This is an optimization exercise on Yosys and OpenROAD, whose aim is small area, not a production implementation. Where RTL was checked, it was by simulation tests only, not by an equivalence proof against the original. Power and IR drop assume default switching activity.

==> raven: inputs <==
// resample_interp
module resample_interp #(
    parameter int SYM_WIDTH = 1,
    parameter int INT_WIDTH = 1,
    parameter int DEC_WIDTH = 14,
    parameter int MU_WIDTH  = 8,
    parameter int DEPTH     = 8,
    parameter int CNT_WIDTH = 16,
    localparam int DW = SYM_WIDTH + INT_WIDTH + DEC_WIDTH,
    localparam int LW = $clog2(DEPTH) + 1
) (
    input  logic                 clk,
    input  logic                 rst,
    input  logic                 flush,
    input  logic                 in_valid,
    input  logic [DW-1:0]        in_i,
    input  logic [DW-1:0]        in_q,
    input  logic                 mk,
    input  logic [MU_WIDTH-1:0]  mu,
    input  logic                 mode,
    input  logic                 out_ready,
    output logic                 out_valid,
    output logic [DW-1:0]        out_i,
    output logic [DW-1:0]        out_q,
    output logic [LW-1:0]        fifo_level,
    output logic                 overflow,
    output logic [CNT_WIDTH-1:0] sym_cnt
);
    localparam int AW = $clog2(DEPTH);
    localparam logic [DW-1:0] SGN = DW'(1) << (DW - 1);
    logic                 strobe;
    logic                 x_zero;
    logic [DW-1:0]        x_i, x_q;
    logic                 s1_valid, s2_valid, s3_valid;
    logic [DW-1:0]        s1_a_i, s1_a_q;
    logic [MU_WIDTH-1:0]  s1_mu;
  ...
==> module ri_maj, before the edit <==
module ri_maj (
    input  logic a, b, c,
    output logic co
);
    assign co = (a & b) | (c & (a ^ b));
endmodule
==> flow/config.mk <==
export PLATFORM = sky130hd
export DESIGN_NAME = resample_interp
export DESIGN_NICKNAME = resample_interp
export VERILOG_FILES = /design/flow/design.v
export SDC_FILE = /design/flow/constraint.sdc
export NUM_CORES = 4
export LEC_CHECK = 0
export CAP_MARGIN = 20
export CORE_MARGIN = 2
export CORE_UTILIZATION = 65
export GPL_TIMING_DRIVEN = 0
export PLACE_DENSITY = 0.75
export SLEW_MARGIN = 20
export SYNTH_HIERARCHICAL = 1
export SYNTH_MINIMUM_KEEP_SIZE = 0
==> flow/constraint.sdc <==
create_clock -name core_clock -period 6.0 [get_ports {clk}]
set_input_delay 1.2000 -clock core_clock [delete_from_list [all_inputs] [get_ports {clk}]]
set_output_delay 1.2000 -clock core_clock [all_outputs]
set_load 0.01 [all_outputs]
standard.sh (not shown) runs the stock make flow with config.mk's settings and CLKGATE_MAP_FILE= SYNTH_SCRIPT=/design/flow/synth_recipe.tcl, a recipe that flattens the netlist after the stock synthesis.
==> flow/flow/run.sh <==
#!/bin/bash
# Layout flow: the standard ORFS flow (standard.sh, synthesis unchanged)
# with two changes to the layout steps:
#   * port buffers use the smallest buffer (buf_1) instead of the resizer's
#     default choice; every input and output port still gets a buffer;
#   * clock tree synthesis runs without dummy loads and builds the tree from
#     clkbuf_8 cells with sink clusters of at most 20 flip-flops.
# Each tool's full output is in orfs/logs/ (one log per step); make's own
# output goes to flow_make.log in the work folder.
set -euo pipefail
export BUFFER_PORTS_ARGS="-buffer_cell sky130_fd_sc_hd__buf_1"
export CTS_ARGS="-sink_clustering_enable -repair_clock_nets -dont_use_dummy_load -buf_list sky130_fd_sc_hd__clkbuf_8 -sink_clustering_size 20 -sink_clustering_max_diameter 50"
bash standard.sh > flow_make.log 2>&1
==> sierra: changes against raven <==
--- a/flow/design.v
+++ b/flow/design.v
@@ -1196,3 +1196,21 @@
 );
-    assign co = (a & b) | (c & (a ^ b));
+    assign co = (a & b) | (a & c) | (b & c);
+endmodule
+module ri_ao (
+    input  logic gh, ph, gl,
+    output logic g
+);
+    assign g = gh | (ph & gl);
+endmodule
+module ri_and (
+    input  logic a, b,
+    output logic y
+);
+    assign y = a & b;
+endmodule
+module ri_xor (
+    input  logic a, b,
+    output logic y
+);
+    assign y = a ^ b;
 endmodule
--- a/flow/config.mk
+++ b/flow/config.mk
@@ -9,5 +9,4 @@
 export CORE_MARGIN = 2
-export CORE_UTILIZATION = 65
-export GPL_TIMING_DRIVEN = 0
-export PLACE_DENSITY = 0.75
+export CORE_UTILIZATION = 70
+export PLACE_DENSITY = 0.8
 export SLEW_MARGIN = 20
==> run notes <==
run status - complete, no violations
vias in the first global route - 13703
CTS resizes - 0
nets - 1964
r2r setup slk - 590 ps
Seq/Total Area, Yosys - 50.1%
P_clk - 0.00136 W
Worst VDD drop - 544 uV
Signal buffers - 128
# the run above: sierra

==> run notes <==
r2r setup slk - 220 ps
Signal buffers - 255
#MultiIn Comb - 974
run status - complete, no violations
nets - 2117
Worst VDD drop - 371 uV
vias in the first global route - 13992
worst setup margin - 222 ps
# the run above: raven

Function not checked in raven: the RTL went through the layout flow alone.

* * *

==> 01-16 <==
Another version of the RTL of resample_interp (not shown whole).
clock: 6.0 ns
lec_check: 0
cap_margin: 20
core_margin: 2
core_utilization: 65
place_density: 0.75
slew_margin: 20
synth_hierarchical: 1
synth_minimum_keep_size: 0
==> flow/flow/run.sh <==
#!/bin/bash
# Layout flow: the standard ORFS flow (standard.sh, unchanged synthesis)
# with two changes to the layout steps:
#   * port buffers use the smallest buffer (buf_1) instead of the resizer's
#     default choice; every input and output port still gets a buffer;
#   * clock tree synthesis runs without dummy loads, with the same clustering
#     settings as config.mk.
# Each tool's full output is in orfs/logs/ (one log per step); make's own
# output goes to flow_make.log in the work folder.
set -euo pipefail
export BUFFER_PORTS_ARGS="-buffer_cell sky130_fd_sc_hd__buf_1"
export CTS_ARGS="-sink_clustering_enable -repair_clock_nets -dont_use_dummy_load -buf_list sky130_fd_sc_hd__clkbuf_8 -sink_clustering_size 22 -sink_clustering_max_diameter 45"
bash standard.sh > flow_make.log 2>&1
==> 04-28: changes against 01-16 <==
--- a/flow/design.v
+++ b/flow/design.v
@@ -60,14 +60,14 @@
     end
     always_ff @(posedge clk) begin
         if (in_valid) begin
             x_i <= in_i ^ SGN;
             x_q <= in_q ^ SGN;
         end
-        s1_a_i <= !mode ? in_i ^ SGN : x_zero ? SGN : x_i;
-        s1_a_q <= !mode ? in_q ^ SGN : x_zero ? SGN : x_q;
+        s1_a_i <= ~(!mode ? in_i ^ SGN : x_zero ? SGN : x_i);
+        s1_a_q <= ~(!mode ? in_q ^ SGN : x_zero ? SGN : x_q);
         s1_mu  <= mu;
         s2_y_i <= y_i ^ SGN;
         s2_y_q <= y_q ^ SGN;
         s3_y_i <= s2_y_i;
         s3_y_q <= s2_y_q;
     end
@@ -390,43 +390,48 @@
     logic ari_317;
     logic ari_318;
     logic ari_319;
     logic ari_320;
     logic ari_321;
     logic ari_322;
-    assign ari_1 = s1_mu[0] ? x_i : s1_a_i;
-    assign ari_2 = s1_mu[1] ? x_i : s1_a_i;
-    assign ari_3 = s1_mu[2] ? x_i : s1_a_i;
-    assign ari_4 = s1_mu[3] ? x_i : s1_a_i;
-    assign ari_5 = s1_mu[4] ? x_i : s1_a_i;
-    assign ari_6 = s1_mu[5] ? x_i : s1_a_i;
-    assign ari_7 = s1_mu[6] ? x_i : s1_a_i;
-    assign ari_8 = s1_mu[7] ? x_i : s1_a_i;
-    assign ari_9 = ~(s1_a_i[7] ^ ari_1[7]);
-    assign ari_10 = s1_a_i[7] | ari_1[7];
-    ri_ha u_ari_11 (s1_a_i[1], ari_1[1], ari_11, ari_12);
+    assign ari_1 = s1_mu[0] ? ~x_i : s1_a_i;
+    assign ari_2 = s1_mu[1] ? ~x_i : s1_a_i;
+    assign ari_3 = s1_mu[2] ? ~x_i : s1_a_i;
+    assign ari_4 = s1_mu[3] ? ~x_i : s1_a_i;
+    assign ari_5 = s1_mu[4] ? ~x_i : s1_a_i;
+    assign ari_6 = s1_mu[5] ? ~x_i : s1_a_i;
+    assign ari_7 = s1_mu[6] ? ~x_i : s1_a_i;
+    assign ari_8 = s1_mu[7] ? ~x_i : s1_a_i;
+    ri_ha u_ari_9 (s1_a_i[7], ari_1[7], ari_9, ari_10);
+    assign ari_11 = ~(s1_a_i[1] ^ ari_1[1]);
+    assign ari_12 = s1_a_i[1] | ari_1[1];
     ri_fa u_ari_13 (s1_a_i[2], ari_1[2], ari_2[1], ari_13, ari_14);
-    ri_ha u_ari_15 (ari_3[0], ari_12, ari_15, ari_16);
+    assign ari_15 = ~(ari_3[0] ^ ari_12);
+    assign ari_16 = ari_3[0] | ari_12;
     ri_fa u_ari_17 (s1_a_i[3], ari_1[3], ari_2[2], ari_17, ari_18);
     ri_fa u_ari_19 (ari_3[1], ari_4[0], ari_14, ari_19, ari_20);
-    ri_ha u_ari_21 (ari_16, ari_17, ari_21, ari_22);
+    assign ari_21 = ~(ari_16 ^ ari_17);
+    assign ari_22 = ari_16 | ari_17;
     ri_fa u_ari_23 (s1_a_i[4], ari_1[4], ari_2[3], ari_23, ari_24);
     ri_fa u_ari_25 (ari_3[2], ari_4[1], ari_5[0], ari_25, ari_26);
     ri_fa u_ari_27 (ari_18, ari_23, ari_25, ari_27, ari_28);
-    ri_ha u_ari_29 (ari_22, ari_20, ari_29, ari_30);
+    assign ari_29 = ~(ari_22 ^ ari_20);
+    assign ari_30 = ari_22 | ari_20;
     ri_fa u_ari_31 (s1_a_i[5], ari_1[5], ari_2[4], ari_31, ari_32);
     ri_fa u_ari_33 (ari_3[3], ari_4[2], ari_5[1], ari_33, ari_34);
     ri_fa u_ari_35 (ari_6[0], ari_24, ari_26, ari_35, ari_36);
     ri_fa u_ari_37 (ari_31, ari_33, ari_28, ari_37, ari_38);
-    ri_ha u_ari_39 (ari_35, ari_30, ari_39, ari_40);
+    assign ari_39 = ~(ari_35 ^ ari_30);
+    assign ari_40 = ari_35 | ari_30;
     ri_fa u_ari_41 (s1_a_i[6], ari_1[6], ari_2[5], ari_41, ari_42);
     ri_fa u_ari_43 (ari_3[4], ari_4[3], ari_5[2], ari_43, ari_44);
     ri_fa u_ari_45 (ari_6[1], ari_7[0], ari_32, ari_45, ari_46);
     ri_fa u_ari_47 (ari_34, ari_41, ari_43, ari_47, ari_48);
     ri_fa u_ari_49 (ari_36, ari_45, ari_47, ari_49, ari_50);
-    ri_ha u_ari_51 (ari_38, ari_40, ari_51, ari_52);
+    assign ari_51 = ~(ari_38 ^ ari_40);
+    assign ari_52 = ari_38 | ari_40;
     ri_fa u_ari_53 (ari_2[6], ari_3[5], ari_4[4], ari_53, ari_54);
     ri_fa u_ari_55 (ari_5[3], ari_6[2], ari_7[1], ari_55, ari_56);
     ri_fa u_ari_57 (ari_8[0], ari_9, ari_42, ari_57, ari_58);
     ri_fa u_ari_59 (ari_44, ari_53, ari_55, ari_59, ari_60);
     ri_fa u_ari_61 (ari_46, ari_48, ari_57, ari_61, ari_62);
     ri_fa u_ari_63 (ari_59, ari_50, ari_61, ari_63, ari_64);
@@ -504,13 +509,13 @@
     ri_fa u_ari_207 (ari_5[15], ari_6[14], ari_7[13], ari_207, ari_208);
     ri_fa u_ari_209 (ari_8[12], ari_200, ari_207, ari_209, ari_210);
     ri_fa u_ari_211 (ari_202, ari_209, ari_204, ari_211, ari_212);
     ri_fa u_ari_213 (ari_6[15], ari_7[14], ari_8[13], ari_213, ari_214);
     ri_fa u_ari_215 (ari_208, ari_213, ari_210, ari_215, ari_216);
     ri_fa u_ari_217 (ari_7[15], ari_8[14], ari_214, ari_217, ari_218);
-    assign ari_219 = s1_a_i[0] & ari_1[0];
+    assign ari_219 = s1_a_i[0] | ari_1[0];
     ri_maj u_ari_220 (ari_2[0], ari_11, ari_219, ari_220);
     ri_maj u_ari_221 (ari_13, ari_15, ari_220, ari_221);
     ri_maj u_ari_222 (ari_21, ari_19, ari_221, ari_222);
     ri_maj u_ari_223 (ari_27, ari_29, ari_222, ari_223);
     ri_maj u_ari_224 (ari_39, ari_37, ari_223, ari_224);
     ri_maj u_ari_225 (ari_49, ari_51, ari_224, ari_225);
@@ -593,13 +598,13 @@
     assign ari_317 = ari_247 ^ ari_300;
     assign ari_318 = ari_249 ^ ari_301;
     assign ari_319 = ari_251 ^ ari_302;
     assign ari_320 = ari_253 ^ ari_303;
     assign ari_321 = ari_255 ^ ari_304;
     assign ari_322 = 1'b0 ^ ari_305;
-    assign y_i = {ari_322, ari_321, ari_320, ari_319, ari_318, ari_317, ari_316, ari_315, ari_314, ari_313, ari_312, ari_311, ari_310, ari_309, ari_308, ari_307};
+    assign y_i = ~{ari_322, ari_321, ari_320, ari_319, ari_318, ari_317, ari_316, ari_315, ari_314, ari_313, ari_312, ari_311, ari_310, ari_309, ari_308, ari_307};
     logic [15:0] arq_1;
     logic [15:0] arq_2;
     logic [15:0] arq_3;
     logic [15:0] arq_4;
     logic [15:0] arq_5;
     logic [15:0] arq_6;
@@ -916,43 +921,48 @@
     logic arq_317;
     logic arq_318;
     logic arq_319;
     logic arq_320;
     logic arq_321;
     logic arq_322;
-    assign arq_1 = s1_mu[0] ? x_q : s1_a_q;
-    assign arq_2 = s1_mu[1] ? x_q : s1_a_q;
-    assign arq_3 = s1_mu[2] ? x_q : s1_a_q;
-    assign arq_4 = s1_mu[3] ? x_q : s1_a_q;
-    assign arq_5 = s1_mu[4] ? x_q : s1_a_q;
-    assign arq_6 = s1_mu[5] ? x_q : s1_a_q;
-    assign arq_7 = s1_mu[6] ? x_q : s1_a_q;
-    assign arq_8 = s1_mu[7] ? x_q : s1_a_q;
-    assign arq_9 = ~(s1_a_q[7] ^ arq_1[7]);
-    assign arq_10 = s1_a_q[7] | arq_1[7];
-    ri_ha u_arq_11 (s1_a_q[1], arq_1[1], arq_11, arq_12);
+    assign arq_1 = s1_mu[0] ? ~x_q : s1_a_q;
+    assign arq_2 = s1_mu[1] ? ~x_q : s1_a_q;
+    assign arq_3 = s1_mu[2] ? ~x_q : s1_a_q;
+    assign arq_4 = s1_mu[3] ? ~x_q : s1_a_q;
+    assign arq_5 = s1_mu[4] ? ~x_q : s1_a_q;
+    assign arq_6 = s1_mu[5] ? ~x_q : s1_a_q;
+    assign arq_7 = s1_mu[6] ? ~x_q : s1_a_q;
+    assign arq_8 = s1_mu[7] ? ~x_q : s1_a_q;
+    ri_ha u_arq_9 (s1_a_q[7], arq_1[7], arq_9, arq_10);
+    assign arq_11 = ~(s1_a_q[1] ^ arq_1[1]);
+    assign arq_12 = s1_a_q[1] | arq_1[1];
     ri_fa u_arq_13 (s1_a_q[2], arq_1[2], arq_2[1], arq_13, arq_14);
-    ri_ha u_arq_15 (arq_3[0], arq_12, arq_15, arq_16);
+    assign arq_15 = ~(arq_3[0] ^ arq_12);
+    assign arq_16 = arq_3[0] | arq_12;
     ri_fa u_arq_17 (s1_a_q[3], arq_1[3], arq_2[2], arq_17, arq_18);
     ri_fa u_arq_19 (arq_3[1], arq_4[0], arq_14, arq_19, arq_20);
-    ri_ha u_arq_21 (arq_16, arq_17, arq_21, arq_22);
+    assign arq_21 = ~(arq_16 ^ arq_17);
+    assign arq_22 = arq_16 | arq_17;
     ri_fa u_arq_23 (s1_a_q[4], arq_1[4], arq_2[3], arq_23, arq_24);
     ri_fa u_arq_25 (arq_3[2], arq_4[1], arq_5[0], arq_25, arq_26);
     ri_fa u_arq_27 (arq_18, arq_23, arq_25, arq_27, arq_28);
-    ri_ha u_arq_29 (arq_22, arq_20, arq_29, arq_30);
+    assign arq_29 = ~(arq_22 ^ arq_20);
+    assign arq_30 = arq_22 | arq_20;
     ri_fa u_arq_31 (s1_a_q[5], arq_1[5], arq_2[4], arq_31, arq_32);
     ri_fa u_arq_33 (arq_3[3], arq_4[2], arq_5[1], arq_33, arq_34);
     ri_fa u_arq_35 (arq_6[0], arq_24, arq_26, arq_35, arq_36);
     ri_fa u_arq_37 (arq_31, arq_33, arq_28, arq_37, arq_38);
-    ri_ha u_arq_39 (arq_35, arq_30, arq_39, arq_40);
+    assign arq_39 = ~(arq_35 ^ arq_30);
+    assign arq_40 = arq_35 | arq_30;
     ri_fa u_arq_41 (s1_a_q[6], arq_1[6], arq_2[5], arq_41, arq_42);
     ri_fa u_arq_43 (arq_3[4], arq_4[3], arq_5[2], arq_43, arq_44);
     ri_fa u_arq_45 (arq_6[1], arq_7[0], arq_32, arq_45, arq_46);
     ri_fa u_arq_47 (arq_34, arq_41, arq_43, arq_47, arq_48);
     ri_fa u_arq_49 (arq_36, arq_45, arq_47, arq_49, arq_50);
-    ri_ha u_arq_51 (arq_38, arq_40, arq_51, arq_52);
+    assign arq_51 = ~(arq_38 ^ arq_40);
+    assign arq_52 = arq_38 | arq_40;
     ri_fa u_arq_53 (arq_2[6], arq_3[5], arq_4[4], arq_53, arq_54);
     ri_fa u_arq_55 (arq_5[3], arq_6[2], arq_7[1], arq_55, arq_56);
     ri_fa u_arq_57 (arq_8[0], arq_9, arq_42, arq_57, arq_58);
     ri_fa u_arq_59 (arq_44, arq_53, arq_55, arq_59, arq_60);
     ri_fa u_arq_61 (arq_46, arq_48, arq_57, arq_61, arq_62);
     ri_fa u_arq_63 (arq_59, arq_50, arq_61, arq_63, arq_64);
@@ -1030,13 +1040,13 @@
     ri_fa u_arq_207 (arq_5[15], arq_6[14], arq_7[13], arq_207, arq_208);
     ri_fa u_arq_209 (arq_8[12], arq_200, arq_207, arq_209, arq_210);
     ri_fa u_arq_211 (arq_202, arq_209, arq_204, arq_211, arq_212);
     ri_fa u_arq_213 (arq_6[15], arq_7[14], arq_8[13], arq_213, arq_214);
     ri_fa u_arq_215 (arq_208, arq_213, arq_210, arq_215, arq_216);
     ri_fa u_arq_217 (arq_7[15], arq_8[14], arq_214, arq_217, arq_218);
-    assign arq_219 = s1_a_q[0] & arq_1[0];
+    assign arq_219 = s1_a_q[0] | arq_1[0];
     ri_maj u_arq_220 (arq_2[0], arq_11, arq_219, arq_220);
     ri_maj u_arq_221 (arq_13, arq_15, arq_220, arq_221);
     ri_maj u_arq_222 (arq_21, arq_19, arq_221, arq_222);
     ri_maj u_arq_223 (arq_27, arq_29, arq_222, arq_223);
     ri_maj u_arq_224 (arq_39, arq_37, arq_223, arq_224);
     ri_maj u_arq_225 (arq_49, arq_51, arq_224, arq_225);
@@ -1119,13 +1129,14 @@
     assign arq_317 = arq_247 ^ arq_300;
     assign arq_318 = arq_249 ^ arq_301;
     assign arq_319 = arq_251 ^ arq_302;
     assign arq_320 = arq_253 ^ arq_303;
     assign arq_321 = arq_255 ^ arq_304;
     assign arq_322 = 1'b0 ^ arq_305;
-    assign y_q = {arq_322, arq_321, arq_320, arq_319, arq_318, arq_317, arq_316, arq_315, arq_314, arq_313, arq_312, arq_311, arq_310, arq_309, arq_308, arq_307};
+    assign y_q = ~{arq_322, arq_321, arq_320, arq_319, arq_318, arq_317, arq_316, arq_315, arq_314, arq_313, arq_312, arq_311, arq_310, arq_309, arq_308, arq_307};
+    assign wr_ptr    = rd_ptr + fifo_level[AW-1:0];
     assign full      = fifo_level == LW'(DEPTH);
     assign out_valid = fifo_level != '0;
     assign pop       = out_valid && out_ready;
     assign wr_ok     = s3_valid && (!full || pop);
     always_comb begin
         out_i = '0;
@@ -1142,26 +1153,23 @@
             mem_i[wr_ptr] <= s3_y_i;
             mem_q[wr_ptr] <= s3_y_q;
         end
     end
     always_ff @(posedge clk or posedge rst) begin
         if (rst) begin
-            wr_ptr     <= '0;
             rd_ptr     <= '0;
             fifo_level <= '0;
             overflow   <= 1'b0;
             sym_cnt    <= '0;
         end else if (flush) begin
-            wr_ptr     <= '0;
             rd_ptr     <= '0;
             fifo_level <= '0;
             overflow   <= 1'b0;
             sym_cnt    <= '0;
         end else begin
             if (wr_ok) begin
-                wr_ptr  <= wr_ptr + AW'(1);
                 sym_cnt <= sym_cnt + CNT_WIDTH'(1);
             end
             if (pop) begin
                 rd_ptr <= rd_ptr + AW'(1);
             end
             case ({wr_ok, pop})
@@ -1183,13 +1191,31 @@
     assign co = (a & b) | (c & (a ^ b));
 endmodule
 module ri_maj (
     input  logic a, b, c,
     output logic co
 );
-    assign co = (a & b) | (c & (a ^ b));
+    assign co = (a & b) | (a & c) | (b & c);
+endmodule
+module ri_ao (
+    input  logic gh, ph, gl,
+    output logic g
+);
+    assign g = gh | (ph & gl);
+endmodule
+module ri_and (
+    input  logic a, b,
+    output logic y
+);
+    assign y = a & b;
+endmodule
+module ri_xor (
+    input  logic a, b,
+    output logic y
+);
+    assign y = a ^ b;
 endmodule
 module ri_ha (
     input  logic a, b,
     output logic s, co
 );
     assign s  = a ^ b;
==> flow/flow/run.sh (replaced) <==
#!/bin/bash
# Layout flow: the standard ORFS flow (standard.sh, synthesis unchanged)
# with two changes to the layout steps:
#   * port buffers use the smallest buffer (buf_1) instead of the resizer's
#     default choice; every input and output port still gets a buffer;
#   * clock tree synthesis runs without dummy loads and builds the tree from
#     clkbuf_8 cells with sink clusters of at most 20 flip-flops.
# Each tool's full output is in orfs/logs/ (one log per step); make's own
# output goes to flow_make.log in the work folder.
set -euo pipefail
export BUFFER_PORTS_ARGS="-buffer_cell sky130_fd_sc_hd__buf_1"
export CTS_ARGS="-sink_clustering_enable -repair_clock_nets -dont_use_dummy_load -buf_list sky130_fd_sc_hd__clkbuf_8 -sink_clustering_size 20 -sink_clustering_max_diameter 50"
bash standard.sh > flow_make.log 2>&1
==> run notes <==
item	01-16	04-28
Unique cell type count in the Yosys netlist	49	58
Critical path's most frequent cell	sky130_fd_sc_hd__ha_1	sky130_fd_sc_hd__maj3_2
Fraction of area in registers	47.6%	47.9%
Final period utilization	91.8%	92.0%
Tightest hold margin	0.286 ns	0.306 ns
Detail Route met3 WL	2980 microns	3590 microns
Routability cong.	0.882	0.904
Gr usage total	28.8%	28.1%
Number of placed cells counting well taps	2038	2036
Wire per inst	24.2 microns	23.6 microns
Effective utilization at floorplan	65.9%	65.8%
Area fraction of the dominant cell type after synthesis	38.0%	38.2%
Total number of clock tree sinks	423	420
Worst IR Drop VDD	0.288 mV	0.413 mV
Async SR Flop Fraction	7.33%	6.67%
Fraction of layout instances using a drive strength above 1	20.9%	6.99%
Number of inserted filler cells in the final layout	2433	2328
Worst path required time	6.53 ns	6.48 ns
DIE AREA	36500 sq um	36300 sq um
Fin nets	1947	1927
Net Switching	4.70 mW	5.45 mW
Biggest fanout along the worst timing path	11	9
Capture point of the worst reg-to-reg path	s2_y_i[15]$_DFF_P_	s2_y_i[13]$_DFF_P_
Outcome	timing/DRC/antenna clean	timing/DRC/antenna clean
Relative slew slack	26.1%	25.3%
No run of this note included a check of the RTL's function; only the layout flow was run.

[separate check: timing with driven ports]
The flow's constraints put no driver on any port. The routed layouts listed below were extracted and timed again, unchanged, in two steps.
Step 1, drivers: a clkbuf_16 drives clk and a buf_2 each remaining input, both assumed.
Step 2 moves the port delays by t, midway between the first and last clock arrival at a register: inputs arrive t later, outputs are due t later. That takes back most of the time a late clock gives input paths.
Three values: ideal, step 1, step 2; two values: the first two.
run | t (ns) | slack for setup (ns) | worst setup path after step 2 | slew at the worst register clock pin (ns)
raven | 0.581 | 0.222 / 0.222 / 0.222 | register to register | 0.11 / 0.11
sierra | 0.588 | 0.594 / 0.594 / 0.594 | register to register | 0.11 / 0.11
01-16 | 0.643 | 0.494 / 0.494 / 0.494 | register to register | 0.12 / 0.12
04-28 | 0.616 | 0.477 / 0.477 / 0.477 | register to register | 0.11 / 0.11
After both steps setup and hold are still met in every run listed.
